This is an optimization exercise on Yosys and OpenROAD, whose aim is a short achievable clock period and few clock cycles per item, not a production implementation. In this exercise RTL edits were held to simulation tests only and were not proved equivalent to the original. No activity file was given, so power comes from the tool's default toggle rates.

[design.v]
module cache_controller #(
  parameter int unsigned DATA_WIDTH        = 32,
  parameter int unsigned CACHE_LINES       = 128,
  parameter int unsigned WORD_NUM          = 4,
  parameter int unsigned INDEX_WIDTH       = 7,
  parameter int unsigned WORD_OFFSET_WIDTH = 2,
  parameter int unsigned ADDR_WIDTH        = 32,
  localparam int unsigned TAG_WIDTH = ADDR_WIDTH - INDEX_WIDTH - WORD_OFFSET_WIDTH - 2
) (
  input  logic                         clk,
  input  logic                         rst_n,
  input  logic                         req_valid,
  output logic                         req_ready,
  input  logic                         req_we,
  input  logic [ADDR_WIDTH-1:0]        req_addr,
  input  logic [DATA_WIDTH-1:0]        req_wdata,
  output logic                         resp_valid,
  output logic [DATA_WIDTH-1:0]        resp_rdata,
  output logic [INDEX_WIDTH-1:0]       ram_index,
  output logic [WORD_OFFSET_WIDTH-1:0] ram_offset,
  output logic [DATA_WIDTH-1:0]        ram_wdata,
  output logic                         ram_we,
  input  logic [DATA_WIDTH-1:0]        ram_rdata,
  output logic                         mem_req_valid,
  input  logic                         mem_req_ready,
  output logic                         mem_req_we,
  output logic [ADDR_WIDTH-1:0]        mem_req_addr,
  output logic [DATA_WIDTH-1:0]        mem_req_wdata,
  input  logic                         mem_rvalid,
  input  logic [DATA_WIDTH-1:0]        mem_rdata,
  output logic [31:0]                  stat_hits,
  output logic [31:0]                  stat_misses
);
  localparam int unsigned LineLsb = WORD_OFFSET_WIDTH + 2;
  localparam int unsigned TagLsb  = LineLsb + INDEX_WIDTH;
  localparam int unsigned WA      = ADDR_WIDTH - 2;        
  localparam int unsigned IW      = INDEX_WIDTH;
  localparam int unsigned OW      = WORD_OFFSET_WIDTH;
  localparam int unsigned DW      = DATA_WIDTH;
  localparam int unsigned TW      = TAG_WIDTH;
  localparam int unsigned BQ_D = 16;    
  localparam int unsigned BQ_W = 4;
  localparam int unsigned MQ_D = 8;     
  localparam int unsigned MQ_W = 3;
  localparam int unsigned LB_N = 2;     
  localparam int unsigned LB_W = 1;
  localparam int unsigned CW   = 6;     
  localparam logic [1:0] KRH = 2'd0, KRM = 2'd1, KWH = 2'd2, KWM = 2'd3;
  logic                   rdy_q;
  logic                   a_v, a_we;
  logic [WA-1:0]          a_addr;
  logic [DW-1:0]          a_wd;
  logic [CACHE_LINES-1:0] a_sel;
  logic                   b_v, b_we;
  logic [WA-1:0]          b_addr;
  logic [DW-1:0]          b_wd;
  logic [CACHE_LINES-1:0] b_wen;    
  localparam int unsigned NG = 8;                   
  localparam int unsigned GL = CACHE_LINES / NG;    
  logic [TW-1:0]          b_gtag [NG];
  logic [NG-1:0]          b_gval;
  logic                   b_fwd;
  logic [TW-1:0]          b_ftag;
  logic [TW-1:0]          b_rtag;
  logic                   b_rval;
  logic [CACHE_LINES-1:0] valid_q;
  logic [TW-1:0]          tag_mem [CACHE_LINES];
  logic [IW-1:0] a_idx, b_idx;
  logic [TW-1:0] b_tag;
  logic [OW-1:0] b_off;
  logic          b_rd, fwd, hit, mpush;
  logic [1:0]    b_kind;
  logic [TW-1:0] a_gtag [NG];
  logic [NG-1:0] a_gval;
  assign a_idx  = a_addr[TagLsb-3:LineLsb-2];
  assign b_idx  = b_addr[TagLsb-3:LineLsb-2];
  assign b_tag  = b_addr[WA-1:TagLsb-2];
  assign b_off  = b_addr[OW-1:0];
  assign b_rd   = b_v && !b_we;
  assign fwd    = b_rd && (b_idx == a_idx);
  assign hit    = b_rval && (b_rtag == b_tag);
  assign mpush  = b_v && (b_we || !hit);
  assign b_kind = {b_we, !hit};
  always_comb begin
    for (int g = 0; g < NG; g++) begin
      a_gtag[g] = '0;
      a_gval[g] = 1'b0;
      for (int j = 0; j < GL; j++) begin
        a_gtag[g] = a_gtag[g] | (tag_mem[g*GL+j] & {TW{a_sel[g*GL+j]}});
        a_gval[g] = a_gval[g] | (valid_q[g*GL+j] & a_sel[g*GL+j]);
      end
    end
  end
  always_comb begin
    b_rtag = b_fwd ? b_ftag : '0;
    b_rval = b_fwd || (|b_gval);
    for (int g = 0; g < NG; g++)
      if (!b_fwd) b_rtag = b_rtag | b_gtag[g];
  end
  always_ff @(posedge clk or negedge rst_n) begin
    if (!rst_n) begin
      a_v <= 1'b0;
      b_v <= 1'b0;
    end else begin
      a_v <= rdy_q && req_valid;
      b_v <= a_v;
    end
  end
  always_ff @(posedge clk) begin
    a_we   <= req_we;
    a_addr <= req_addr[ADDR_WIDTH-1:2];
    a_wd   <= req_wdata;
    for (int i = 0; i < CACHE_LINES; i++)
      a_sel[i] <= (req_addr[TagLsb-1:LineLsb] == IW'(i));
    b_we   <= a_we;
    b_addr <= a_addr;
    b_wd   <= a_wd;
    b_wen  <= a_sel & {CACHE_LINES{a_v && !a_we}};
    for (int g = 0; g < NG; g++) b_gtag[g] <= a_gtag[g];
    b_gval <= a_gval;
    b_fwd  <= fwd;
    b_ftag <= b_tag;
  end
  always_ff @(posedge clk or negedge rst_n) begin
    if (!rst_n) begin
      valid_q <= '0;
    end else begin
      valid_q <= valid_q | b_wen;
    end
  end
  always_ff @(posedge clk) begin
    for (int i = 0; i < CACHE_LINES; i++)
      if (b_wen[i]) tag_mem[i] <= b_tag;
  end
  logic        hinc_q, minc_q;
  logic [31:0] hits_q, misses_q, hits_n, misses_n;
  always_comb begin
    for (int i = 0; i < 32; i++) begin
      hits_n[i]   = hits_q[i]   ^ (hinc_q && !(&hits_q)   && ((hits_q   | ~({32{1'b1}} >> (32 - i))) == '1));
      misses_n[i] = misses_q[i] ^ (minc_q && !(&misses_q) && ((misses_q | ~({32{1'b1}} >> (32 - i))) == '1));
    end
  end
  always_ff @(posedge clk or negedge rst_n) begin
    if (!rst_n) begin
      hinc_q   <= 1'b0;
      minc_q   <= 1'b0;
      hits_q   <= '0;
      misses_q <= '0;
    end else begin
      hinc_q   <= b_v && hit;
      minc_q   <= b_v && !hit;
      hits_q   <= hits_n;
      misses_q <= misses_n;
    end
  end
  logic [31:0] hits_o, misses_o;
  always_ff @(posedge clk) begin
    hits_o   <= hits_n;
    misses_o <= misses_n;
  end
  assign stat_hits   = hits_o;
  assign stat_misses = misses_o;
  logic [1:0]      bq_kind [BQ_D];
  logic [IW-1:0]   bq_idx  [BQ_D];
  logic [OW-1:0]   bq_off  [BQ_D];
  logic [DW-1:0]   bq_wd   [BQ_D];
  logic [BQ_W:0]   bq_hd, bq_tl;      
  logic            bq_ne, h_take;
  logic          hv;
  logic [1:0]    hk;
  logic [IW-1:0] hidx;
  logic [OW-1:0] hoff;
  logic [DW-1:0] hwd;
  logic [DW-1:0]       lb_data [LB_N][WORD_NUM];
  logic [LB_N*WORD_NUM-1:0] lb_wv;     
  logic [LB_W:0]       lb_cnt;
  logic [LB_W-1:0]     fill_slot, drain_slot;
  logic [OW-1:0]       fill_k, be_k;
  logic                bt_v;
  logic [DW-1:0]       bt_d;
  logic beat_ok, rm_done, be_pop, h_load;
  assign beat_ok = lb_wv[{drain_slot, be_k}];
  assign rm_done = hv && (hk == KRM) && beat_ok && (be_k == OW'(WORD_NUM - 1));
  assign be_pop  = hv && ((hk != KRM) || rm_done);
  assign h_load  = !hv || be_pop;
  assign bq_ne   = (bq_hd != bq_tl);
  assign h_take  = h_load && (bq_ne || b_v);
  always_ff @(posedge clk) begin
    if (b_v) begin
      bq_kind[bq_tl[BQ_W-1:0]] <= b_kind;
      bq_idx[bq_tl[BQ_W-1:0]]  <= b_idx;
      bq_off[bq_tl[BQ_W-1:0]]  <= b_off;
      bq_wd[bq_tl[BQ_W-1:0]]   <= b_wd;
    end
    if (h_load) begin
      if (bq_ne) begin
        hk   <= bq_kind[bq_hd[BQ_W-1:0]];
        hidx <= bq_idx[bq_hd[BQ_W-1:0]];
        hoff <= bq_off[bq_hd[BQ_W-1:0]];
        hwd  <= bq_wd[bq_hd[BQ_W-1:0]];
      end else begin
        hk   <= b_kind;
        hidx <= b_idx;
        hoff <= b_off;
        hwd  <= b_wd;
      end
    end
  end
  logic          ram_we_q;
  logic [IW-1:0] ram_idx_q;
  logic [OW-1:0] ram_off_q;
  logic [DW-1:0] ram_wd_q;
  logic          p1_v, p2_v, rs_v;
  logic          p1_ram, p2_ram;
  logic [DW-1:0] p1_d, p2_d, rs_d;
  always_ff @(posedge clk or negedge rst_n) begin
    if (!rst_n) begin
      bq_hd    <= '0;
      bq_tl    <= '0;
      hv       <= 1'b0;
      be_k     <= '0;
      p1_v     <= 1'b0;
      p2_v     <= 1'b0;
    end else begin
      if (b_v) bq_tl <= bq_tl + 1'b1;
      if (h_take) bq_hd <= bq_hd + 1'b1;
      if (h_load) hv <= bq_ne || b_v;
      if (hv && (hk == KRM) && beat_ok) be_k <= be_k + 1'b1;
      p1_v <= be_pop;
      p2_v <= p1_v;
    end
  end
  always_ff @(posedge clk) begin
    ram_we_q  <= hv && ((hk == KWH) || ((hk == KRM) && beat_ok));
    rs_v      <= p2_v;
    ram_idx_q <= hidx;
    ram_off_q <= (hk == KRM) ? be_k : hoff;
    ram_wd_q  <= (hk == KRM) ? lb_data[drain_slot][be_k] : hwd;
    p1_ram    <= (hk == KRH);
    p1_d      <= lb_data[drain_slot][hoff];
    p2_ram    <= p1_ram;
    p2_d      <= p1_d;
    rs_d      <= p2_ram ? ram_rdata : p2_d;
  end
  assign ram_we     = ram_we_q;
  assign ram_index  = ram_idx_q;
  assign ram_offset = ram_off_q;
  assign ram_wdata  = ram_wd_q;
  assign resp_valid = rs_v;
  assign resp_rdata = rs_d;
  logic            mq_we   [MQ_D];
  logic [WA-1:0]   mq_addr [MQ_D];
  logic [DW-1:0]   mq_wd   [MQ_D];
  logic [MQ_W:0]   mq_hd, mq_tl, mq_hd1;    
  logic            mq_ne, mq_ne1, hd_we;
  logic [WA-1:0]   b_maddr;
  logic            mv_q, hs;
  logic            e0_v, e1_v, e0_we, e1_we, mv0, mv1;
  logic [WA-1:0]   e0_addr, e1_addr;
  logic [DW-1:0]   e0_wd, e1_wd;
  logic [LB_W:0]   lbc0, lbc1;
  assign b_maddr = b_we ? b_addr : {b_addr[WA-1:OW], {OW{1'b0}}};
  assign mq_hd1  = mq_hd + 1'b1;
  assign mq_ne   = (mq_hd != mq_tl);
  assign mq_ne1  = (mq_hd1 != mq_tl);
  assign hd_we   = mq_we[mq_hd[MQ_W-1:0]];
  assign hs      = mv_q && mem_req_ready;
  always_comb begin
    e0_v    = mq_ne || mpush;
    e0_we   = mq_ne ? hd_we : b_we;
    e0_addr = mq_ne ? mq_addr[mq_hd[MQ_W-1:0]] : b_maddr;
    e0_wd   = mq_ne ? mq_wd[mq_hd[MQ_W-1:0]] : b_wd;
    e1_v    = mq_ne1 || mpush;
    e1_we   = mq_ne1 ? mq_we[mq_hd1[MQ_W-1:0]] : b_we;
    e1_addr = mq_ne1 ? mq_addr[mq_hd1[MQ_W-1:0]] : b_maddr;
    e1_wd   = mq_ne1 ? mq_wd[mq_hd1[MQ_W-1:0]] : b_wd;
    lbc0    = lb_cnt - (LB_W+1)'(rm_done);
    lbc1    = lbc0 + (LB_W+1)'(!hd_we);
    mv0     = e0_v && (e0_we || (lbc0 < (LB_W+1)'(LB_N)));
    mv1     = e1_v && (e1_we || (lbc1 < (LB_W+1)'(LB_N)));
  end
  always_ff @(posedge clk) begin
    if (mpush) begin
      mq_we[mq_tl[MQ_W-1:0]]   <= b_we;
      mq_addr[mq_tl[MQ_W-1:0]] <= b_maddr;
      mq_wd[mq_tl[MQ_W-1:0]]   <= b_wd;
    end
  end
  always_ff @(posedge clk or negedge rst_n) begin
    if (!rst_n) begin
      mq_hd  <= '0;
      mq_tl  <= '0;
      mv_q   <= 1'b0;
      lb_cnt <= '0;
    end else begin
      if (mpush) mq_tl <= mq_tl + 1'b1;
      if (hs) mq_hd <= mq_hd1;
      mv_q   <= hs ? mv1 : mv0;
      lb_cnt <= hs ? lbc1 : lbc0;
    end
  end
  logic          mv_o, o_we_o;
  logic [WA-1:0] o_addr_o;
  logic [DW-1:0] o_wd_o;
  always_ff @(posedge clk) begin
    mv_o     <= hs ? mv1 : mv0;
    o_we_o   <= hs ? e1_we : e0_we;
    o_addr_o <= hs ? e1_addr : e0_addr;
    o_wd_o   <= hs ? e1_wd : e0_wd;
  end
  assign mem_req_valid = mv_o;
  assign mem_req_we    = o_we_o;
  assign mem_req_addr  = {o_addr_o, 2'b00};
  assign mem_req_wdata = o_wd_o;
  always_ff @(posedge clk or negedge rst_n) begin
    if (!rst_n) begin
      bt_v       <= 1'b0;
      fill_slot  <= '0;
      fill_k     <= '0;
      drain_slot <= '0;
      lb_wv      <= '0;
    end else begin
      bt_v <= mem_rvalid;
      for (int k = 0; k < LB_N * WORD_NUM; k++) begin
        if (bt_v && ({fill_slot, fill_k} == (LB_W+OW)'(k))) lb_wv[k] <= 1'b1;
        if (rm_done && (drain_slot == LB_W'(k / WORD_NUM))) lb_wv[k] <= 1'b0;
      end
      if (bt_v) begin
        fill_k <= fill_k + 1'b1;
        if (fill_k == OW'(WORD_NUM - 1)) fill_slot <= fill_slot + 1'b1;
      end
      if (rm_done) begin
        drain_slot <= drain_slot + 1'b1;
      end
    end
  end
  always_ff @(posedge clk) begin
    bt_d <= mem_rdata;
    if (bt_v) lb_data[fill_slot][fill_k] <= bt_d;
  end
  logic [CW-1:0] occ, mocc;
  logic          rel_q, hs_q, acc;
  logic          oc_a, oc_n, mo_a, mo_n;
  assign acc = rdy_q && req_valid;
  always_comb begin
    oc_a = be_pop ? (occ <= CW'(BQ_D))     : (occ <= CW'(BQ_D - 1));
    oc_n = be_pop ? (occ <= CW'(BQ_D + 1)) : (occ <= CW'(BQ_D));
    unique case ({rel_q, hs_q})
      2'b00:   begin mo_a = (mocc <= CW'(MQ_D - 2)); mo_n = (mocc <= CW'(MQ_D - 1)); end
      2'b11:   begin mo_a = (mocc <= CW'(MQ_D));     mo_n = (mocc <= CW'(MQ_D + 1)); end
      default: begin mo_a = (mocc <= CW'(MQ_D - 1)); mo_n = (mocc <= CW'(MQ_D));     end
    endcase
  end
  always_ff @(posedge clk or negedge rst_n) begin
    if (!rst_n) begin
      occ   <= '0;
      mocc  <= '0;
      rel_q <= 1'b0;
      hs_q  <= 1'b0;
    end else begin
      rel_q <= b_rd && hit;
      hs_q  <= hs;
      occ   <= occ + CW'(acc) - CW'(be_pop);
      mocc  <= mocc + CW'(acc) - CW'(rel_q) - CW'(hs_q);
    end
  end
  always_ff @(posedge clk) begin
    rdy_q <= acc ? (oc_a && mo_a) : (oc_n && mo_n);
  end
  assign req_ready = rdy_q;
endmodule
[flow/run.sh]
#!/bin/bash
# Standard layout, with timing repair aimed below the clock period: the
# setup margin asks repair_timing for slack that makes the period shorter.
# More post-route antenna repair rounds than the default, if any are needed.
set -euo pipefail
bash standard.sh SETUP_SLACK_MARGIN=6.6 MAX_REPAIR_ANTENNAS_ITER_DRT=10 finish > standard_flow.log 2>&1
[standard.sh]
#!/bin/bash
# synth_recipe.tcl (not shown) runs the flow's synth.tcl, then flattens the netlist and writes it again
# the make line also repeats each setting of config.mk as NAME=value (left out here)
make -C /OpenROAD-flow-scripts/flow DESIGN_CONFIG=/design/flow/config.mk WORK_HOME=/design/flow/orfs CLKGATE_MAP_FILE= SYNTH_SCRIPT=/design/flow/synth_recipe.tcl "${@:-finish}"
[config.mk]
export PLATFORM = sky130hd
export DESIGN_NAME = cache_controller
export DESIGN_NICKNAME = cache_controller
export VERILOG_FILES = /design/flow/design.v
export SDC_FILE = /design/flow/constraint.sdc
export NUM_CORES = 4
export LEC_CHECK = 0
export CAP_MARGIN = 20
export CORE_MARGIN = 2
export CORE_UTILIZATION = 45
export SLEW_MARGIN = 20
[constraint.sdc]
create_clock -name core_clock -period 10.0 [get_ports {clk}]
set_input_delay 2.0000 -clock core_clock [delete_from_list [all_inputs] [get_ports {clk}]]
set_output_delay 2.0000 -clock core_clock [all_outputs]
set_load 0.01 [all_outputs]
==> flow_metrics.env, run 1 <==
export IMPL_crit_top_cell="buf_12"
export IMPL_clk_pin_slew_worst_paths_ps=60
export IMPL_firstDrtPassIters=6
export IMPL_antenna_found_initial=57
export IMPL_cts_made_buffers=545
export IMPL_timing_rr_end="mq_addr[4][12]"
export IMPL_hold_buffers=0
export IMPL_clock_power_share_pct=35.0
export IMPL_ios=340
export IMPL_n_fill_cell=31800
export IMPL_hold_viol=0
export IMPL_rr_worst_depth=13
export IMPL_cp_arrival_ps=4490
export IMPL_pre_cts_slack_ps=4720
export IMPL_min_delay_start="a_wd[22]"
export IMPL_max_stage_delay_ps=550
export IMPL_cts_htree_levels=6
export IMPL_grt_max_degree=107
export IMPL_cp_max_fo=50
export IMPL_p_comb_share_pct=18.2
export IMPL_die_x_um=651
export IMPL_fin_util_pct=53.0
export IMPL_syn_area_um2=188000
export IMPL_synth_top_area_share_pct=66.6
export IMPL_cts_path_max_buffers=4
export IMPL_grtUsageTotal_pct=25.1
export IMPL_crit_type="flop to flop"
export IMPL_cp_slowest_cell="or4_4"
export IMPL_reg2reg_slack_ps=6320
export IMPL_grt_setup_unrepaired="yes"
export IMPL_synthArstFlopShare_pct=4.69
export IMPL_worst_pin_slew_ps=1150
export IMPL_leakagePower_nw=73.8
export IMPL_p_int_mw=41.5
export IMPL_syn_to_final_growth_pct=17.3
export IMPL_path_cells="buf_16 -> and3_1 -> or4_4 -> or4_4 -> a2111oi_4 -> buf_6 -> buf_6 -> a21oi_4 -> nor4bb_4 -> buf_12 -> buf_12 -> buf_12 -> buf_16"
export IMPL_switching_power_mw=14.9
export IMPL_slew_viol_final=0
export IMPL_r2r_start="b_addr[10]"
export IMPL_fmax_ghz=0.272
export IMPL_overflow=0
export IMPL_nets=10500
export IMPL_vias=102000
export IMPL_drcViolationCount=0
export IMPL_avgSynthCellArea_um2=19.7
export IMPL_startpoint_type="flop"
export IMPL_placementRows=237
export IMPL_min_to="b_wd[22]"
export IMPL_viasPerCell=6.23
export IMPL_fin_skew_ps=83.8
export IMPL_setup_ws_ps=6320
export IMPL_finalCritPeriodShare_pct=36.8
export IMPL_dp_hpwl_um=281000
export IMPL_final_setup_viol_count=0
export IMPL_post_drt_wl_per_cell_um=33.5
export IMPL_fp_dieH_um=651
export IMPL_synth_edf_count=4179
export IMPL_min_period_ps=3680
export IMPL_synthCells=9566
export IMPL_maxSlewHeadroom_pct=23.5
export IMPL_drtAntennaViolNets=0
export IMPL_yosys_area_top_type="edfxtp_1"
export IMPL_cts_root_buf="clkbuf_16"
export IMPL_powerDensity_nw_per_um2=255
export IMPL_io_buffers=335
export IMPL_cap_violations=0
export IMPL_dieArea_um2=424000
export IMPL_core_area_um2=417000
export IMPL_cp_required_ps=10810
export IMPL_holdPathStages=0
export IMPL_synth_warnings=4
export IMPL_clock_latency_ps=1080
export IMPL_cp_end_kind="flop"
export IMPL_grt_pass1_vias=100000
export IMPL_status="no timing/DRC/antenna violations"
export IMPL_synth_area_leaders="edfxtp_1 (67%), dfxtp_1 (9.4%), mux4_2 (7.1%)"
export IMPL_synthDistinctLibCells=75
export IMPL_crit_family="simple AND/OR/NAND/NOR gates"
export IMPL_drt_wl_total_um=548000
export IMPL_post_route_cells_drive_above_1_share_pct=24.5
export IMPL_ys_flop_type="edfxtp_1"
export IMPL_setup_tns_ps=0
export IMPL_final_common_cell="edfxtp_1"
export IMPL_start_util_pct=45.2
export IMPL_cp_num_buf_inv=7
export IMPL_gp_congestion=0.813
export IMPL_drt_iter0_drc=13400
export IMPL_cts_tree="yes"
export IMPL_seq_power_share_pct=46.8
export IMPL_cp_startpoint="b_addr[10]"
export IMPL_ys_ff_latch=5310
export IMPL_vdd_drop_max_uv=236
export IMPL_mostFrequentLayoutCells="edfxtp_1 (4179), a221oi_1 (705), a22o_1 (704)"
export IMPL_ys_seq_area_share_pct=79.3
export IMPL_hold_ws_ps=309
export IMPL_cts_sinks=5310
export IMPL_hold_class="flop to flop"
export IMPL_p_sw_share_pct=26.5
export IMPL_grt_pass1_wl_um=760000
[repair_timing]
item,in CTS,in global routing
hold endpoints to repair,0,0
setup endpoints to repair,852,755
pin swaps,20,7
resized for setup,1404,70
buffers inserted,73,25
cloned,41,27
[per-layer routing]
| layer | vias to the layer above | wire, um | track usage (%) |
|---|---|---|---|
| li1 | 41400 | - | - |
| met5 | - | 214 | 0.192 |
| met1 | 54200 | 222000 | 35.6 |
| met2 | 5403 | 257000 | 39.6 |
| met3 | 878 | 52900 | 4.92 |
| met4 | 18 | 16000 | 7.30 |
[registers in the layout, indices dropped and copies added, names as in the netlist, 112 cells and up]
register and count:
lb_data 256, valid_q 128, bq_wd 512, a_sel 128, tag_mem 2688, b_gtag 168
b_wen 128, mq_wd 256, bq_idx 112, mq_addr 240
[how the worst max path moves through the flow]
| stage | end | slack [ps] | cells past startpoint |
|---|---|---|---|
| floorplan | mq_addr[1][0] | 5590 | 7 |
| global placement | mq_wd[5][16] | 4780 | 8 |
| detailed placement | mq_addr[3][15] | 4720 | 8 |
| CTS | mem_req_addr[25] | 6330 | 1 |
| global route | mq_addr[4][12] | 6230 | 13 |
| finish | mq_addr[4][12] | 6320 | 13 |
[stage by stage]
step	instance area [um2]	std cells	power (mW)
floorplan	188000	9567	32.5
global placement	199000	15200	36.1
detailed placement	199000	15200	36.2
CTS	220000	16300	56.4
global route	221000	16300	58.1
finish	221000	16300	56.4
[power groups by stage]
stage / Sequential (mW) / Combinational [mW] / Clock [mW]
final: 26.4 / 10.2 / 19.8
after global routing: 26.5 / 10.8 / 20.8
after CTS: 26.4 / 10.0 / 20.0
after detailed placement: 26.8 / 9.36 / 0
after global placement: 26.8 / 9.27 / 0
after floorplan: 26.2 / 6.33 / 0
[area by class of cell]
class / count / area, um2 / share of cell area, %
multi-input combinational: 3710 / 37600 / 17.0
sequential: 5310 / 150000 / 67.9
timing repair buffer: 751 / 8800 / 3.99
tap: 5497 / 6880 / 3.11
clock inverter: 226 / 2110 / 0.955
antenna: 32 / 80.1 / 0.0362
inverter: 51 / 198 / 0.0895
clock buffer: 772 / 15300 / 6.91
[synth_stat cells, types with 11 or more instances]
library cell,count
nand3_1,48
a221oi_1,705
dfrtp_1,249
nor2b_1,18
and3_1,11
a21oi_1,21
xnor2_1,73
nor3_1,14
buf_1,61
nand4_1,197
mux2i_1,89
o221ai_1,26
o22ai_1,38
clkbuf_1,429
dfxtp_1,882
mux4_2,597
nor2_1,223
nor4_1,41
and2_1,136
inv_1,48
edfxtp_1,4179
or2_2,128
mux2_2,118
a22o_1,704
xor2_1,49
ha_1,37
a31oi_1,84
nand2_1,262
[kinds of logic (layout without fill, tap and decap cells)]
| logic type | count (synthesis) | in the layout | share of synthesized area (%) |
|---|---|---|---|
| simple gates | 1114 | 1115 | 3.07 |
| compound gates | 1625 | 1626 | 7.34 |
| other cells | 1 | 34 | 0.00199 |
| xor+xnor | 122 | 122 | 0.567 |
| flops | 5310 | 5310 | 79.3 |
| fa+ha+maj | 40 | 40 | 0.278 |
| mux | 805 | 805 | 8.33 |
| buf+inv | 549 | 1800 | 1.10 |
Testbench counts, summed over its fixed seeds: cycles 190,917, items 64,000.
==> inputs of run 2 (changes only) <==
--- a/design.v
+++ b/design.v
@@ -281,5 +281,5 @@
   end
   always_ff @(posedge clk) begin
-    if (mpush) begin
+    if (b_v) begin
       mq_we[mq_tl[MQ_W-1:0]]   <= b_we;
       mq_addr[mq_tl[MQ_W-1:0]] <= b_maddr;
==> run 2 against run 1 <==
  * Still clean on timing, DRC and antenna
  * Synthesized cell count decreased by 0.91%
  * Die area about the same
  * Sequential share of layout area increased by 0.84 points
  * Clock skew decreased by 4.3 ps
  * Critical path type is now flop to output port
  * Critical endpoint is now mem_req_addr[11]
  * Highest routed layer unchanged
==> flow_metrics.env, run 2 <==
export IMPL_io_buffers=335
export IMPL_syn_area_um2=188000
export IMPL_ys_ff_latch=5310
export IMPL_crit_type="flop to output port"
export IMPL_yosys_area_share_simple_pct=2.80
export IMPL_grt_max_degree=122
export IMPL_cp_required_ps=8000
export IMPL_setup_ws_ps=6430
export IMPL_min_delay_start="a_addr[19]"
export IMPL_finalCritPeriodShare_pct=35.7
export IMPL_hold_class="flop to flop"
export IMPL_final_setup_viol_count=0
export IMPL_synth_edf_count=4179
export IMPL_cp_slowest_cell="dfxtp_4"
export IMPL_clock_latency_ps=1060
export IMPL_nets=10300
export IMPL_grt_pass1_vias=99400
export IMPL_syn_to_final_growth_pct=15.8
export IMPL_pre_cts_slack_ps=4970
export IMPL_maxSlewHeadroom_pct=20.3
export IMPL_gp_congestion=0.851
export IMPL_cp_num_buf_inv=1
export IMPL_drtAntennaViolNets=0
export IMPL_cp_max_fo=1
export IMPL_cp_end_kind="output port"
export IMPL_core_area_um2=417000
export IMPL_timing_rr_end="mv_q"
export IMPL_min_period_ps=3570
export IMPL_hold_ws_ps=317
export IMPL_cts_root_buf="clkbuf_16"
export IMPL_synth_common_cells="edfxtp_1 (4179), dfxtp_1 (882), a221oi_1 (706)"
export IMPL_post_drt_wl_per_cell_um=33.0
export IMPL_synth_area_leaders="edfxtp_1 (67%), dfxtp_1 (9.4%), mux4_2 (7.1%)"
export IMPL_dieArea_um2=424000
export IMPL_die_x_um=651
export IMPL_largest_register="tag_mem"
export IMPL_max_stage_delay_ps=390
export IMPL_grtUsageTotal_pct=24.5
export IMPL_holdPathStages=0
export IMPL_ys_seq_area_share_pct=79.3
export IMPL_cts_sinks=5310
export IMPL_fin_skew_ps=79.4
export IMPL_final_common_cell="edfxtp_1"
export IMPL_yosys_area_top_type="edfxtp_1"
export IMPL_cts_htree_levels=6
export IMPL_slew_viol_final=0
export IMPL_ys_flop_type="edfxtp_1"
export IMPL_largest_reg_flops=2688
export IMPL_yosysMostFrequentCell="edfxtp_1"
export IMPL_grt_setup_unrepaired="yes"
export IMPL_drt_wl_total_um=533000
export IMPL_vias=99800
export IMPL_synthDistinctLibCells=67
export IMPL_placed_cells=15100
export IMPL_synth_warnings=4
export IMPL_leakagePower_nw=72.6
export IMPL_fp_dieH_um=651
export IMPL_antenna_found_initial=35
export IMPL_synth_top_area_share_pct=66.6
export IMPL_synthArstFlopShare_pct=4.69
export IMPL_avgSynthCellArea_um2=19.9
export IMPL_cp_arrival_ps=1570
export IMPL_r2r_start="mq_hd[1]"
export IMPL_powerDensity_nw_per_um2=257
export IMPL_vdd_drop_max_uv=195
export IMPL_overflow=0
export IMPL_grt_pass1_wl_um=744000
export IMPL_path_cells="buf_12"
export IMPL_hold_buffers=0
export IMPL_layout_cells_non_filler=16100
export IMPL_ios=340
export IMPL_placementRows=237
export IMPL_drt_iter0_drc=12500
export IMPL_synthCells=9479
export IMPL_setup_tns_ps=0
export IMPL_synth_xor_area_share_pct=0.577
export IMPL_clk_pin_slew_worst_paths_ps=60
export IMPL_worst_pin_slew_ps=1190
export IMPL_post_route_cells_drive_above_1_share_pct=23.7
export IMPL_cap_violations=0
export IMPL_synth_compound_area_share_pct=7.28
export IMPL_synth_fa_ha_area_share_pct=0.278
export IMPL_startpoint_type="flop"
export IMPL_start_util_pct=45.2
export IMPL_drcViolationCount=0
export IMPL_hold_viol=0
export IMPL_mostFrequentLayoutCells="edfxtp_1 (4179), a221oi_1 (706), a22o_1 (705)"
export IMPL_firstDrtPassIters=7
export IMPL_dp_hpwl_um=282000
export IMPL_min_to="b_addr[19]"
export IMPL_synthMuxAreaShare_pct=8.65
export IMPL_cts_path_max_buffers=4
export IMPL_status="no timing/DRC/antenna violations"
export IMPL_reg2reg_slack_ps=6740
export IMPL_fmax_ghz=0.280
export IMPL_synth_top_family_by_area="multiplexers"
export IMPL_crit_family="flip-flops"
export IMPL_cts_made_buffers=545
export IMPL_rr_worst_depth=8
export IMPL_cts_tree="yes"
export IMPL_viasPerCell=6.19
[run 2: routing by layer]
layer / vias to the layer above / part of all wire [%] / track usage (%)
met1: 53200 / 40 / 34.0
li1: 40800 / - / -
met4: 2 / 3.1 / 7.29
met2: 4928 / 48 / 39.5
met3: 809 / 8.8 / 4.70
met5: - / 0.0024 / 0
[run 2: cells by family (layout without fill, tap and decap cells)]
family,Yosys count,count (layout)
AOI/OAI and AO/OA,1595,1595
xor gates and xnor gates,124,124
adders and majority gates,40,40
buffers and inverters,544,1684
DFF,5310,5310
muxes,867,867
other,1,17
and+or+nand+nor,998,999
[run 2: area by class of cell]
class                           count  area, um2
Clock inverter                    225       2330
Sequential cell                  5310     150000
Timing Repair Buffer              619       5860
Inverter                           57        218
Fill cell                       32200     198000
Antenna cell                       15       37.5
Multi-Input combinational cell   3627      37400
Tap cell                         5497       6880
Clock buffer                      783      15500
[run 2: what timing repair did]
item / 4_1_cts / 5_1_grt
buffers inserted: 10 / 12
cloned: 4 / 0
pin swaps: 2 / 4
resized for setup: 1224 / 53
setup endpoints to repair: 331 / 283
[run 2: how the worst max path moves through the flow]
| stage | startpoint | to | depth (start not counted) |
|---|---|---|---|
| finish | o_addr_o[9] | mem_req_addr[11] | 1 |
| detailed placement | mem_req_ready | o_addr_o[24] | 6 |
| CTS | o_addr_o[10] | mem_req_addr[12] | 1 |
| global placement | mem_req_ready | o_addr_o[0] | 7 |
| global route | o_addr_o[10] | mem_req_addr[12] | 1 |
| floorplan | b_v | mq_addr[6][0] | 3 |
[run 2: through the flow]
| stage | area [um2] | util [%] | power [mW] |
|---|---|---|---|
| finish | 218000 | 52.4 | 56.1 |
| floorplan | 188000 | - | 32.5 |
| global route | 218000 | 52.4 | 57.9 |
| CTS | 218000 | 52.3 | 56.4 |
| detailed placement | 199000 | 47.9 | 36.0 |
| global placement | 199000 | 47.8 | 35.8 |
[run 2: power by group]
part	leakage, nW	internal, mW	total, mW	switching (mW)
Sequential	48.3	25.2	26.4	1.15
Combinational	15.6	4.69	9.57	4.88
Clock	8.70	11.5	20.1	8.62
Testbench counts of run 2, summed over its fixed seeds: cycles 190,917, items 64,000.
==> inputs of run 3 (changes only) <==
--- a/design.v
+++ b/design.v
@@ -281,5 +281,5 @@
   end
   always_ff @(posedge clk) begin
-    if (b_v) begin
+    if (mpush) begin
       mq_we[mq_tl[MQ_W-1:0]]   <= b_we;
       mq_addr[mq_tl[MQ_W-1:0]] <= b_maddr;
--- a/config.mk
+++ b/config.mk
@@ -8,4 +8,4 @@
 export CAP_MARGIN = 20
 export CORE_MARGIN = 2
-export CORE_UTILIZATION = 45
+export CORE_UTILIZATION = 55
 export SLEW_MARGIN = 20
==> run 3 against run 2 <==
  * Routed wire length increased by 0.72%
  * Power increased by 0.79%
  * Die area decreased by 18%
  * Count of clock-buffer cells in the layout increased by 10
  * Final area increased by 0.86%
  * Via count increased by 1.8%
  * Synthesized cell count increased by 0.92%
  * First-iteration DRC count increased by 5.0%
  * Largest power group unchanged
==> flow_metrics.env, run 3 <==
export IMPL_maxSlewHeadroom_pct=24.6
export IMPL_post_drt_wl_per_cell_um=34.9
export IMPL_grt_pass1_wl_um=748000
export IMPL_drt_wl_total_um=536000
export IMPL_worst_pin_slew_ps=1130
export IMPL_cts_made_buffers=542
export IMPL_rr_worst_depth=13
export IMPL_final_common_cell="edfxtp_1"
export IMPL_cp_num_buf_inv=6
export IMPL_cp_required_ps=10810
export IMPL_drcViolationCount=0
export IMPL_avgSynthCellArea_um2=19.7
export IMPL_crit_type="flop to flop"
export IMPL_vias=102000
export IMPL_cp_slowest_cell="or4_4"
export IMPL_final_setup_viol_count=0
export IMPL_synthDistinctLibCells=75
export IMPL_hold_buffers=0
export IMPL_min_period_ps=3690
export IMPL_largest_reg_flops=2688
export IMPL_cts_root_buf="clkbuf_16"
export IMPL_gp_congestion=0.819
export IMPL_grtUsageTotal_pct=30.5
export IMPL_firstDrtPassIters=8
export IMPL_ios=340
export IMPL_path_cells="nor4_4 -> buf_6 -> a21oi_2 -> or4_4 -> or4_4 -> a2111oi_4 -> buf_6 -> a21oi_4 -> buf_6 -> and4b_4 -> buf_12 -> buf_12 -> buf_16"
export IMPL_status="no timing/DRC/antenna violations"
export IMPL_cts_path_max_buffers=4
export IMPL_dieArea_um2=347000
export IMPL_synthArstFlopShare_pct=4.69
export IMPL_crit_family="simple AND/OR/NAND/NOR gates"
export IMPL_placementRows=214
export IMPL_synth_edf_count=4179
export IMPL_io_buffers=335
export IMPL_hold_viol=0
export IMPL_layout_cells_non_filler=15400
export IMPL_synth_area_leaders="edfxtp_1 (67%), dfxtp_1 (9.4%), mux4_2 (7.1%)"
export IMPL_ys_ff_latch=5310
export IMPL_min_delay_start="a_addr[13]"
export IMPL_drt_iter0_drc=13200
export IMPL_synthCells=9566
export IMPL_clock_latency_ps=1070
export IMPL_cp_startpoint="b_gtag[7][5]"
export IMPL_fin_skew_ps=41.7
export IMPL_synth_warnings=4
export IMPL_cts_sinks=5310
export IMPL_min_to="b_addr[13]"
export IMPL_dp_hpwl_um=274000
export IMPL_post_route_cells_drive_above_1_share_pct=24.9
export IMPL_cp_max_fo=5
export IMPL_cap_violations=0
export IMPL_viasPerCell=6.60
export IMPL_r2r_start="b_gtag[7][5]"
export IMPL_overflow=0
export IMPL_ys_flop_type="edfxtp_1"
export IMPL_yosysMostFrequentCell="edfxtp_1"
export IMPL_nets=10500
export IMPL_hold_class="flop to flop"
export IMPL_placed_cells=14200
export IMPL_setup_ws_ps=6310
export IMPL_cp_end_kind="flop"
export IMPL_syn_area_um2=188000
export IMPL_fin_util_pct=64.7
export IMPL_fp_dieH_um=589
export IMPL_cp_arrival_ps=4500
export IMPL_antenna_found_initial=53
export IMPL_grt_max_degree=125
export IMPL_largest_register="tag_mem"
export IMPL_crit_top_cell="buf_6"
export IMPL_die_x_um=589
export IMPL_grt_pass1_vias=100000
export IMPL_powerDensity_nw_per_um2=257
export IMPL_clk_pin_slew_worst_paths_ps=60
export IMPL_finalCritPeriodShare_pct=36.9
export IMPL_setup_tns_ps=0
export IMPL_vdd_drop_max_uv=268
export IMPL_yosys_area_top_type="edfxtp_1"
export IMPL_finalPower_mw=56.5
export IMPL_timing_rr_end="mq_addr[3][29]"
export IMPL_wl_met2_um=253000
export IMPL_pre_cts_slack_ps=4680
export IMPL_synth_common_cells="edfxtp_1 (4179), dfxtp_1 (882), a221oi_1 (705)"
export IMPL_synth_top_area_share_pct=66.6
export IMPL_start_util_pct=55.3
export IMPL_cts_htree_levels=6
export IMPL_grt_setup_unrepaired="yes"
export IMPL_syn_to_final_growth_pct=16.8
export IMPL_startpoint_type="flop"
export IMPL_slew_viol_final=0
export IMPL_hold_ws_ps=323
export IMPL_fin_area_um2=220000
export IMPL_placed_cell_area_um2=198000
export IMPL_mostFrequentLayoutCells="edfxtp_1 (4179), a221oi_1 (705), a22o_1 (704)"
export IMPL_ys_seq_area_share_pct=79.3
export IMPL_drtAntennaViolNets=0
export IMPL_leakagePower_nw=74.0
export IMPL_holdPathStages=0
export IMPL_cts_tree="yes"
export IMPL_reg2reg_slack_ps=6310
export IMPL_m1WireLength_um=219000
export IMPL_max_stage_delay_ps=570
export IMPL_fmax_ghz=0.271
export IMPL_wl_met3_um=50800
export IMPL_maxUsedRoutingLayer="met5"
export IMPL_core_area_um2=340000
## run 3: changes by cell type after synthesis, moves of 8 or more
cell,previous run,this run
mux2i_1,156,89
a31oi_1,15,84
nand3_1,35,48
buf_1,48,61
o22ai_1,5,38
nand2_1,190,262
clkbuf_1,406,429
o221ai_1,62,26
inv_1,56,48
buf_2,31,6
o21ai_0,44,8
nor2_1,196,223
## run 3: cell families (layout without fill, tap and decap cells)
| group | Yosys count | in the layout | share of synthesized area (%) |
|---|---|---|---|
| AO/OA/AOI/OAI | 1625 | 1626 | 7.34 |
| XOR/XNOR | 122 | 122 | 0.567 |
| other | 1 | 21 | 0.00199 |
| adder cells (fa/ha/maj) | 40 | 40 | 0.278 |
| multiplexers | 805 | 805 | 8.33 |
| buffers and inverters | 549 | 1800 | 1.10 |
| flip-flops | 5310 | 5310 | 79.3 |
| AND/OR/NAND/NOR | 1114 | 1123 | 3.07 |
## run 3: worst max path at each step
stage,to,slack [ps],cells past startpoint
floorplan,mq_addr[1][0],5590,7
global placement,mq_addr[4][29],4790,9
detailed placement,mq_addr[4][29],4680,9
CTS,mem_req_addr[31],6360,1
global route,mq_addr[5][11],6270,12
finish,mq_addr[3][29],6310,13
## run 3: layout make-up
class                           count  area (um2)
Sequential cell                  5310      150000
Multi-Input combinational cell   3718       37700
Timing Repair Buffer              748        8650
Antenna cell                       19        47.5
Inverter                           51         200
Fill cell                       23000      120000
Clock buffer                      793       15600
Tap cell                         4536        5680
Clock inverter                    208        2190
## run 3: layer usage
layer  GRT usage [%]  vias to the layer above
met5               0                        -
met1            44.5                    54000
met4            8.07                        2
li1                -                    41400
met3            5.30                      744
met2            48.0                     5383
## run 3: report_power, final
part	internal, mW	switching (mW)	total [mW]
sequential	25.2	1.03	26.3
clock	11.8	8.36	20.2
combinational	4.92	5.17	10.1
total	41.9	14.6	56.5
## run 3: what timing repair did
action	in CTS	in global routing
pin swaps	18	8
gates cloned	55	15
resized for setup	1320	103
buffers inserted	85	14
endpoints found under the setup margin	900	803
endpoints found under the hold margin	0	0
Testbench counts of run 3, summed over its fixed seeds: cycles 190,917, items 64,000.
==> inputs of run 4 (changes only) <==
--- a/design.v
+++ b/design.v
@@ -281,5 +281,5 @@
   end
   always_ff @(posedge clk) begin
-    if (mpush) begin
+    if (b_v) begin
       mq_we[mq_tl[MQ_W-1:0]]   <= b_we;
       mq_addr[mq_tl[MQ_W-1:0]] <= b_maddr;
==> run 4 against run 3 <==
  * Still clean on timing, DRC and antenna
  * Core utilization is 0.97 points lower
  * Maximum frequency is 4.7% higher
  * Sequential cell count did not move
  * Largest power group unchanged
  * Highest routed layer unchanged
==> flow_metrics.env, run 4 <==
export IMPL_yosysMostFrequentCell="edfxtp_1"
export IMPL_drcViolationCount=0
export IMPL_grt_setup_unrepaired="yes"
export IMPL_final_setup_viol_count=0
export IMPL_cp_num_buf_inv=1
export IMPL_fin_skew_ps=51.7
export IMPL_cp_slowest_cell="dfxtp_4"
export IMPL_cap_violations=0
export IMPL_ys_ff_latch=5310
export IMPL_crit_family="flip-flops"
export IMPL_startpoint_type="flop"
export IMPL_cts_made_buffers=543
export IMPL_ios=340
export IMPL_powerDensity_nw_per_um2=257
export IMPL_status="no timing/DRC/antenna violations"
export IMPL_avgSynthCellArea_um2=19.9
export IMPL_overflow=0
export IMPL_synth_edf_count=4179
export IMPL_die_x_um=589
export IMPL_slew_viol_final=0
export IMPL_leakagePower_nw=72.6
export IMPL_mostFrequentLayoutCells="edfxtp_1 (4179), a221oi_1 (706), a22o_1 (705)"
export IMPL_nets=10300
export IMPL_vdd_drop_max_uv=219
export IMPL_finalPower_mw=55.7
export IMPL_cts_htree_levels=6
export IMPL_cts_tree="yes"
export IMPL_final_common_cell="edfxtp_1"
export IMPL_finalCritPeriodShare_pct=35.3
export IMPL_clk_pin_slew_worst_paths_ps=60
export IMPL_hold_class="flop to flop"
export IMPL_synth_common_cells="edfxtp_1 (4179), dfxtp_1 (882), a221oi_1 (706)"
export IMPL_cp_arrival_ps=1530
export IMPL_dieArea_um2=347000
export IMPL_placementRows=214
export IMPL_setup_ws_ps=6470
export IMPL_post_drt_wl_per_cell_um=34.3
export IMPL_viasPerCell=6.58
export IMPL_largest_reg_flops=2688
export IMPL_syn_to_final_growth_pct=15.1
export IMPL_synthDistinctLibCells=67
export IMPL_cts_root_buf="clkbuf_16"
export IMPL_crit_type="flop to output port"
export IMPL_firstDrtPassIters=5
export IMPL_worst_pin_slew_ps=1250
export IMPL_setup_tns_ps=0
export IMPL_hold_ws_ps=310
export IMPL_synthArstFlopShare_pct=4.69
export IMPL_grt_pass1_vias=99300
export IMPL_clock_latency_ps=1050
export IMPL_cts_path_max_buffers=4
export IMPL_drt_iter0_drc=12700
export IMPL_synth_top_area_share_pct=66.6
export IMPL_dp_hpwl_um=279000
export IMPL_fp_dieH_um=589
export IMPL_ys_seq_area_share_pct=79.3
export IMPL_cp_required_ps=8000
export IMPL_fmax_ghz=0.284
export IMPL_path_cells="buf_6"
export IMPL_n_fill_cell=23300
export IMPL_io_buffers=335
export IMPL_syn_area_um2=188000
export IMPL_synthCells=9479
export IMPL_vias=99700
export IMPL_synth_warnings=4
export IMPL_min_period_ps=3530
export IMPL_grt_max_degree=127
export IMPL_synth_area_leaders="edfxtp_1 (67%), dfxtp_1 (9.4%), mux4_2 (7.1%)"
export IMPL_pre_cts_slack_ps=5250
export IMPL_cp_max_fo=2
export IMPL_yosys_area_top_type="edfxtp_1"
export IMPL_core_area_um2=340000
export IMPL_start_util_pct=55.3
export IMPL_hold_viol=0
export IMPL_maxSlewHeadroom_pct=15.9
export IMPL_antenna_found_initial=48
export IMPL_grt_pass1_wl_um=731000
export IMPL_ys_flop_type="edfxtp_1"
export IMPL_cts_sinks=5310
export IMPL_grtUsageTotal_pct=29.6
export IMPL_post_route_cells_drive_above_1_share_pct=23.8
export IMPL_largest_register="tag_mem"
export IMPL_cp_end_kind="output port"
export IMPL_drt_wl_total_um=520000
export IMPL_gp_congestion=0.833
export IMPL_max_stage_delay_ps=390
export IMPL_drtAntennaViolNets=0
## run 4: cell count changes in the layout (fill, tap and decap cells not counted), moves of 35 or more
| cell | previous run | this run |
|---|---|---|
| o221ai_1 | 26 | 62 |
| a31oi_1 | 84 | 15 |
| buf_16 | 61 | 0 |
| mux2i_1 | 89 | 155 |
| nand2_1 | 258 | 187 |
| o21ai_0 | 8 | 43 |
## run 4: metal layers
layer	global-route usage [%]	vias to the layer above	part of all wire (%)
met5	0	-	0.0054
met1	43.3	53200	41
li1	-	40800	-
met4	6.99	4	2.4
met3	5.40	758	9.2
met2	46.7	4992	47
## run 4: path summary, 6_finish.rpt
| path | start | end | slack [ps] | cells past startpoint |
|---|---|---|---|---|
| worst max-delay path | rdy_q | req_ready | 6470 | 1 |
| worst min-delay path | a_addr[29] | b_addr[29] | 310 | 0 |
| worst max register to register | b_gtag[5][5] | hk[0] | 6580 | 8 |
| worst min register to register | a_addr[29] | b_addr[29] | 310 | 0 |
| max in group asynchronous | rst_n | mq_hd[1] | 7650 | 2 |
| min in group asynchronous | rst_n | misses_q[27] | 980 | 1 |
## run 4: timing repair
item	in CTS	in global routing
setup endpoints to repair	556	370
hold buffers	0	0
pin swaps	6	5
resized for setup	1170	68
gates cloned	0	3
buffers inserted	15	6
## run 4: logic make-up (layout without fill, tap and decap cells)
| kind of cell | Yosys count | count (layout) | share of synthesized area, % |
|---|---|---|---|
| DFF | 5310 | 5310 | 79.3 |
| xor gates and xnor gates | 124 | 124 | 0.577 |
| AOI/OAI and AO/OA | 1595 | 1595 | 7.28 |
| adders and majority gates | 40 | 40 | 0.278 |
| other | 1 | 23 | 0.00199 |
| muxes | 867 | 867 | 8.65 |
| and+or+nand+nor | 998 | 1001 | 2.80 |
| buffers and inverters | 544 | 1665 | 1.11 |
## run 4: power by group
part	internal, mW	switching [mW]	leakage (nW)
registers	25.2	1.05	48.3
clock network	11.9	8.28	8.77
logic	4.60	4.67	15.5
## run 4: worst register-to-register path: stages, from the launching register on
cell and delay, ps:
dfxtp_1 420, nor4_1 1070, a31oi_1 230, xnor2_1 210
o2111ai_1 210, nor3_1 250, nand4_1 160, buf_4 270
mux2_2 350
## run 4: final cells by class
cell class              count  area [um2]  share of cell area [%]
flip-flops and latches   5310      150000                    69.2
multi-input cells        3629       37400                    17.3
clock buffers             804       16100                    7.42
well taps                4536        5680                    2.62
repair buffers            607        5590                    2.58
clock inverters           197        1790                   0.824
inverters                  57         219                   0.101
diodes                     21        52.6                  0.0242
## run 4: through the flow
step | std cells | area [um2] | utilization, %
after CTS | 15100 | 216000 | 63.6
after detailed placement | 14100 | 198000 | 58.2
after global placement | 14100 | 198000 | 58.2
after global routing | 15100 | 217000 | 63.7
after floorplan | 9480 | 188000 | -
final | 15200 | 217000 | 63.7
Testbench counts of run 4, summed over its fixed seeds: cycles 190,917, items 64,000.
==> inputs of run 5 (changes only) <==
--- a/design.v
+++ b/design.v
@@ -222,4 +222,5 @@
       p1_v     <= 1'b0;
       p2_v     <= 1'b0;
+      rs_v     <= 1'b0;
     end else begin
       if (b_v) bq_tl <= bq_tl + 1'b1;
@@ -229,9 +230,9 @@
       p1_v <= be_pop;
       p2_v <= p1_v;
+      rs_v <= p2_v;
     end
   end
   always_ff @(posedge clk) begin
     ram_we_q  <= hv && ((hk == KWH) || ((hk == KRM) && beat_ok));
-    rs_v      <= p2_v;
     ram_idx_q <= hidx;
     ram_off_q <= (hk == KRM) ? be_k : hoff;
==> run 5 against run 4 <==
  * Still clean on timing, DRC and antenna
  * Worst hold slack improved by 12 ps
  * Sequential power about the same
  * Clock power barely moved
  * Critical path depth unchanged
  * Sequential share of layout area rose by 0.090 points
  * Die area is essentially flat
  * Clock skew grew 18 ps
  * Count of clock-buffer cells in the layout unchanged
  * Register-to-register slack got worse by 20 ps
  * Synthesized area about the same
  * Highest routed layer unchanged
==> flow_metrics.env, run 5 <==
export IMPL_largest_register="tag_mem"
export IMPL_status="no timing/DRC/antenna violations"
export IMPL_mostFrequentLayoutCells="edfxtp_1 (4179), a221oi_1 (706), a22o_1 (705)"
export IMPL_path_cells="buf_6"
export IMPL_synth_warnings=4
export IMPL_gp_congestion=0.828
export IMPL_core_area_um2=340000
export IMPL_setup_tns_ps=0
export IMPL_fin_skew_ps=69.4
export IMPL_cap_violations=0
export IMPL_yosys_area_top_type="edfxtp_1"
export IMPL_synthDistinctLibCells=67
export IMPL_hold_buffers=0
export IMPL_powerDensity_nw_per_um2=258
export IMPL_drt_wl_total_um=516000
export IMPL_grt_pass1_vias=98900
export IMPL_crit_family="flip-flops"
export IMPL_min_period_ps=3560
export IMPL_firstDrtPassIters=6
export IMPL_crit_type="flop to output port"
export IMPL_nets=10300
export IMPL_die_x_um=589
export IMPL_fp_dieH_um=589
export IMPL_cp_max_fo=1
export IMPL_layout_cells_non_filler=15100
export IMPL_final_setup_viol_count=0
export IMPL_slew_viol_final=0
export IMPL_cp_required_ps=8000
export IMPL_synth_common_cells="edfxtp_1 (4179), dfxtp_1 (881), a221oi_1 (706)"
export IMPL_cp_arrival_ps=1560
export IMPL_ys_ff_latch=5310
export IMPL_cts_tree="yes"
export IMPL_drtAntennaViolNets=0
export IMPL_ios=340
export IMPL_syn_area_um2=188000
export IMPL_dieArea_um2=347000
export IMPL_yosysMostFrequentCell="edfxtp_1"
export IMPL_final_common_cell="edfxtp_1"
export IMPL_cp_slowest_cell="dfxtp_4"
export IMPL_post_route_cells_drive_above_1_share_pct=23.5
export IMPL_synthCells=9479
export IMPL_overflow=0
export IMPL_viasPerCell=6.53
export IMPL_post_drt_wl_per_cell_um=34.1
export IMPL_maxSlewHeadroom_pct=20.1
export IMPL_avgSynthCellArea_um2=19.9
export IMPL_cts_made_buffers=543
export IMPL_vias=98900
export IMPL_startpoint_type="flop"
export IMPL_fmax_ghz=0.281
export IMPL_start_util_pct=55.3
export IMPL_finalCritPeriodShare_pct=35.6
export IMPL_leakagePower_nw=72.5
export IMPL_largest_reg_flops=2688
export IMPL_cts_htree_levels=6
export IMPL_clock_latency_ps=1050
export IMPL_cp_num_cells=1
export IMPL_synth_edf_count=4179
export IMPL_hold_ws_ps=322
export IMPL_grt_setup_unrepaired="yes"
export IMPL_worst_pin_slew_ps=1190
export IMPL_grt_max_degree=146
export IMPL_placementRows=214
export IMPL_grt_pass1_wl_um=728000
export IMPL_ys_seq_area_share_pct=79.3
export IMPL_cp_num_buf_inv=1
export IMPL_synth_top_area_share_pct=66.6
export IMPL_vdd_drop_max_uv=266
export IMPL_antenna_found_initial=39
export IMPL_rr_worst_depth=8
export IMPL_syn_to_final_growth_pct=15.0
export IMPL_holdPathStages=0
export IMPL_dp_hpwl_um=267000
export IMPL_cp_end_kind="output port"
export IMPL_hold_class="flop to flop"
export IMPL_max_stage_delay_ps=400
export IMPL_drcViolationCount=0
export IMPL_cts_sinks=5310
export IMPL_clk_pin_slew_worst_paths_ps=60
export IMPL_ys_flop_type="edfxtp_1"
export IMPL_synth_area_leaders="edfxtp_1 (67%), dfxtp_1 (9.4%), mux4_2 (7.1%)"
export IMPL_drt_iter0_drc=11700
export IMPL_placed_cells=14100
export IMPL_cts_root_buf="clkbuf_16"
export IMPL_synthArstFlopShare_pct=4.71
export IMPL_grtUsageTotal_pct=29.5
export IMPL_io_buffers=335
export IMPL_fin_util_pct=63.6
export IMPL_hold_viol=0
export IMPL_cts_path_max_buffers=4
run 5: cell count changes after synthesis:
cell     change
dfxtp_1      -1
dfrtp_1      +1
run 5: what timing repair did:
item / CTS / global route
cloned: 4 / 1
pin swaps: 3 / 1
setup buffers: 16 / 3
gates resized for setup: 1134 / 72
setup endpoints to repair: 347 / 286
run 5: final cells by class:
type | instances | area [um2]
clock inverter | 194 | 1620
clock buffer | 804 | 16000
sequential | 5310 | 150000
multi-input combinational | 3627 | 37400
antenna | 23 | 57.6
tap | 4536 | 5680
timing repair buffer | 595 | 5600
inverter | 57 | 218
fill | 23100 | 124000
run 5: worst paths after layout:
| path | slack, ps | from | end |
|---|---|---|---|
| setup / recovery | 6440 | o_addr_o[29] | mem_req_addr[31] |
| min in group asynchronous | 1020 | rst_n | misses_q[12] |
| hold reg to reg | 320 | a_wd[0] | b_wd[0] |
| setup reg to reg | 6560 | b_gtag[4][16] | hk[0] |
| max in group asynchronous | 7020 | rst_n | valid_q[44] |
| hold / removal | 320 | a_wd[0] | b_wd[0] |
run 5: logic make-up after synthesis:
| kind of cell | count (synthesis) | share of synthesized area [%] |
|---|---|---|
| DFF | 5310 | 79.3 |
| AOI/OAI and AO/OA | 1595 | 7.28 |
| and+or+nand+nor | 998 | 2.80 |
| muxes | 867 | 8.65 |
| buffers and inverters | 544 | 1.11 |
| xor gates and xnor gates | 124 | 0.577 |
| adders and majority gates | 40 | 0.278 |
| other | 1 | 0.00199 |
run 5: per-layer routing:
layer / vias to the layer above / routed length (um) / track usage [%]
met5: - / 27 / 0
met4: 4 / 14000 / 7.86
met3: 767 / 45300 / 5.41
met2: 4764 / 244000 / 46.6
met1: 52600 / 213000 / 42.7
li1: 40800 / - / -
run 5: where the power goes:
group / internal (mW) / switching [mW]
Combinational: 4.72 / 4.84
Sequential: 25.2 / 1.03
Clock: 11.7 / 8.27
run 5: metrics by stage:
step	worst slack [ps]	total power, mW	instance area (um2)
floorplan	5970	32.5	188000
global placement	5070	35.7	198000
detailed placement	5050	35.8	198000
CTS	6370	56.0	216000
global route	6390	57.6	217000
finish	6440	55.8	217000
Testbench counts of run 5, summed over its fixed seeds: cycles 190,917, items 64,000.
==> inputs of run 6 (changes only) <==
--- a/config.mk
+++ b/config.mk
@@ -9,3 +9,4 @@
 export CORE_MARGIN = 2
 export CORE_UTILIZATION = 55
+export CTS_CLUSTER_SIZE = 25
 export SLEW_MARGIN = 20
==> run 6 against run 5 <==
  * Still clean on timing, DRC and antenna
  * Highest routed layer unchanged
  * Global-route usage is the same
  * Cell count is the same
  * Largest power group unchanged
  * Critical endpoint unchanged
  * Die area is the same
  * Core utilization is the same
==> flow_metrics.env, run 6 <==
export IMPL_cts_tree="yes"
export IMPL_cp_startpoint="o_addr_o[29]"
export IMPL_cp_end_kind="output port"
export IMPL_crit_type="flop to output port"
export IMPL_drcViolationCount=0
export IMPL_startpoint_type="flop"
export IMPL_final_setup_viol_count=0
export IMPL_synth_common_cells="edfxtp_1 (4179), dfxtp_1 (881), a221oi_1 (706)"
export IMPL_grt_max_degree=146
export IMPL_grt_pass1_wl_um=728000
export IMPL_viasPerCell=6.53
export IMPL_cts_sinks=5310
export IMPL_io_buffers=335
export IMPL_finalPower_mw=55.8
export IMPL_hold_buffers=0
export IMPL_cp_required_ps=8000
export IMPL_vias=98900
export IMPL_dp_hpwl_um=267000
export IMPL_grtUsageTotal_pct=29.5
export IMPL_drtAntennaViolNets=0
export IMPL_min_delay_start="a_wd[0]"
export IMPL_placementRows=214
export IMPL_synthCells=9479
export IMPL_synthDistinctLibCells=67
export IMPL_cts_htree_levels=6
export IMPL_synth_edf_count=4179
export IMPL_status="no timing/DRC/antenna violations"
export IMPL_syn_area_um2=188000
export IMPL_synth_area_leaders="edfxtp_1 (67%), dfxtp_1 (9.4%), mux4_2 (7.1%)"
export IMPL_start_util_pct=55.3
export IMPL_cts_made_buffers=543
export IMPL_crit_family="flip-flops"
export IMPL_largest_register="tag_mem"
export IMPL_cts_root_buf="clkbuf_16"
export IMPL_drt_wl_total_um=516000
export IMPL_cp_max_fo=1
export IMPL_maxSlewHeadroom_pct=20.1
export IMPL_setup_ws_ps=6440
export IMPL_synth_warnings=4
export IMPL_cap_violations=0
export IMPL_yosysMostFrequentCell="edfxtp_1"
export IMPL_antenna_found_initial=39
export IMPL_syn_to_final_growth_pct=15.0
export IMPL_setup_tns_ps=0
export IMPL_clk_pin_slew_worst_paths_ps=60
export IMPL_hold_viol=0
export IMPL_nets=10300
export IMPL_min_period_ps=3560
export IMPL_dieArea_um2=347000
export IMPL_hold_class="flop to flop"
export IMPL_synthArstFlopShare_pct=4.71
export IMPL_overflow=0
export IMPL_ys_ff_latch=5310
export IMPL_cp_slowest_cell="dfxtp_4"
export IMPL_leakagePower_nw=72.5
export IMPL_worst_pin_slew_ps=1190
export IMPL_pre_cts_slack_ps=5050
export IMPL_post_route_cells_drive_above_1_share_pct=23.5
export IMPL_core_area_um2=340000
export IMPL_drt_iter0_drc=11700
export IMPL_mostFrequentLayoutCells="edfxtp_1 (4179), a221oi_1 (706), a22o_1 (705)"
export IMPL_final_common_cell="edfxtp_1"
export IMPL_vdd_drop_max_uv=266
export IMPL_post_drt_wl_per_cell_um=34.1
export IMPL_cp_num_buf_inv=1
export IMPL_die_x_um=589
export IMPL_reg2reg_slack_ps=6560
export IMPL_cts_path_max_buffers=4
export IMPL_ys_seq_area_share_pct=79.3
export IMPL_path_cells="buf_6"
export IMPL_clock_latency_ps=1050
export IMPL_gp_congestion=0.828
export IMPL_ys_flop_type="edfxtp_1"
export IMPL_fmax_ghz=0.281
export IMPL_n_fill_cell=23100
export IMPL_grt_setup_unrepaired="yes"
export IMPL_finalCritPeriodShare_pct=35.6
export IMPL_fin_skew_ps=69.4
export IMPL_synth_top_area_share_pct=66.6
export IMPL_fp_dieH_um=589
export IMPL_powerDensity_nw_per_um2=258
export IMPL_largest_reg_flops=2688
export IMPL_slew_viol_final=0
export IMPL_avgSynthCellArea_um2=19.9
export IMPL_ios=340
export IMPL_grt_pass1_vias=98900
export IMPL_firstDrtPassIters=6
export IMPL_max_stage_delay_ps=400
export IMPL_r2r_start="b_gtag[4][16]"
export IMPL_cp_arrival_ps=1560
export IMPL_yosys_area_top_type="edfxtp_1"
run 6: cell families (layout without fill, tap and decap cells):
| logic type | Yosys count | count (layout) | synth area share [%] |
|---|---|---|---|
| multiplexers | 867 | 867 | 8.65 |
| AND/OR/NAND/NOR | 998 | 999 | 2.80 |
| buffers and inverters | 544 | 1650 | 1.11 |
| other | 1 | 25 | 0.00199 |
| XOR/XNOR | 124 | 124 | 0.577 |
| AO/OA/AOI/OAI | 1595 | 1595 | 7.28 |
| flip-flops | 5310 | 5310 | 79.3 |
| adder cells (fa/ha/maj) | 40 | 40 | 0.278 |
run 6: per-stage QoR:
step           area, um2  utilization [%]  instances  hold slack, ps
5_1_grt           217000             63.6      15100             325
6_report          217000             63.6      15100             322
3_5_place_dp      198000             58.2      14100             312
4_1_cts           216000             63.5      15100             318
3_3_place_gp      198000             58.2      14100             310
2_1_floorplan     188000                -       9480             309
run 6: where the power goes:
| part | total, mW | internal (mW) | switching [mW] |
|---|---|---|---|
| logic | 9.55 | 4.72 | 4.84 |
| registers | 26.3 | 25.2 | 1.03 |
| clock network | 20.0 | 11.7 | 8.27 |
run 6: per-layer routing:
layer | track usage, % | up-vias | wire length, um
li1 | - | 40800 | -
met1 | 42.7 | 52600 | 213000
met2 | 46.6 | 4764 | 244000
met3 | 5.41 | 767 | 45300
met4 | 7.86 | 4 | 14000
met5 | 0 | - | 27
run 6: final timing paths:
kind | endpoint | depth (start not counted)
setup / recovery | mem_req_addr[31] | 1
hold / removal | b_wd[0] | 0
setup reg to reg | hk[0] | 8
hold reg to reg | b_wd[0] | 0
max in group asynchronous | valid_q[44] | 3
min in group asynchronous | misses_q[12] | 1
run 6: final cells by class:
| class | instances | area [um2] | area share (%) |
|---|---|---|---|
| clock inverter | 194 | 1620 | 0.746 |
| multi-input combinational | 3627 | 37400 | 17.3 |
| inverter | 57 | 218 | 0.101 |
| tap | 4536 | 5680 | 2.62 |
| timing repair buffer | 595 | 5600 | 2.58 |
| clock buffer | 804 | 16000 | 7.41 |
| sequential | 5310 | 150000 | 69.3 |
| antenna | 23 | 57.6 | 0.0266 |
run 6: what timing repair did:
item,4_1_cts,5_1_grt
pin swaps,3,1
gates resized for setup,1134,72
gates cloned,4,1
endpoints found under the setup margin,347,286
buffers inserted,16,3

## separate check: timing with driven ports
In the flow no input, the clock included, has a driving cell. The finished layouts below were timed again as built, in two steps.
Step 1, drivers: a clkbuf_16 drives clk and a buf_2 each remaining input, both assumed.
Step 2 adds t to the input delays and takes it off the output delays; t is the mean of the earliest and latest rising clock arrival at the registers after step 1. Input paths then give back, and output paths get back, about the clock's delay inside the block.
Slacks: ideal ports / drivers / drivers and shift; pairs: ideal ports / drivers.
| run | shift t [ns] | slack for setup (ns) | pins driven straight from the clock port |
|---|---|---|---|
| run 1 | 1.150 | 6.322 / 6.285 / 5.502 | 1 |
| run 2 | 1.135 | 6.427 / 6.313 / 5.323 | 1 |
| run 3 | 1.133 | 6.309 / 6.309 / 5.578 | 1 |
| run 4 | 1.144 | 6.475 / 6.354 / 5.530 | 1 |
| run 5 | 1.123 | 6.443 / 6.336 / 5.606 | 1 |
| run 6 | 1.123 | 6.443 / 6.336 / 5.606 | 1 |
After both steps setup and hold are still met in every run listed. The setup slack of run 2, which loses most, moves by -0.114 ns with the drivers and by -1.104 ns with both steps.
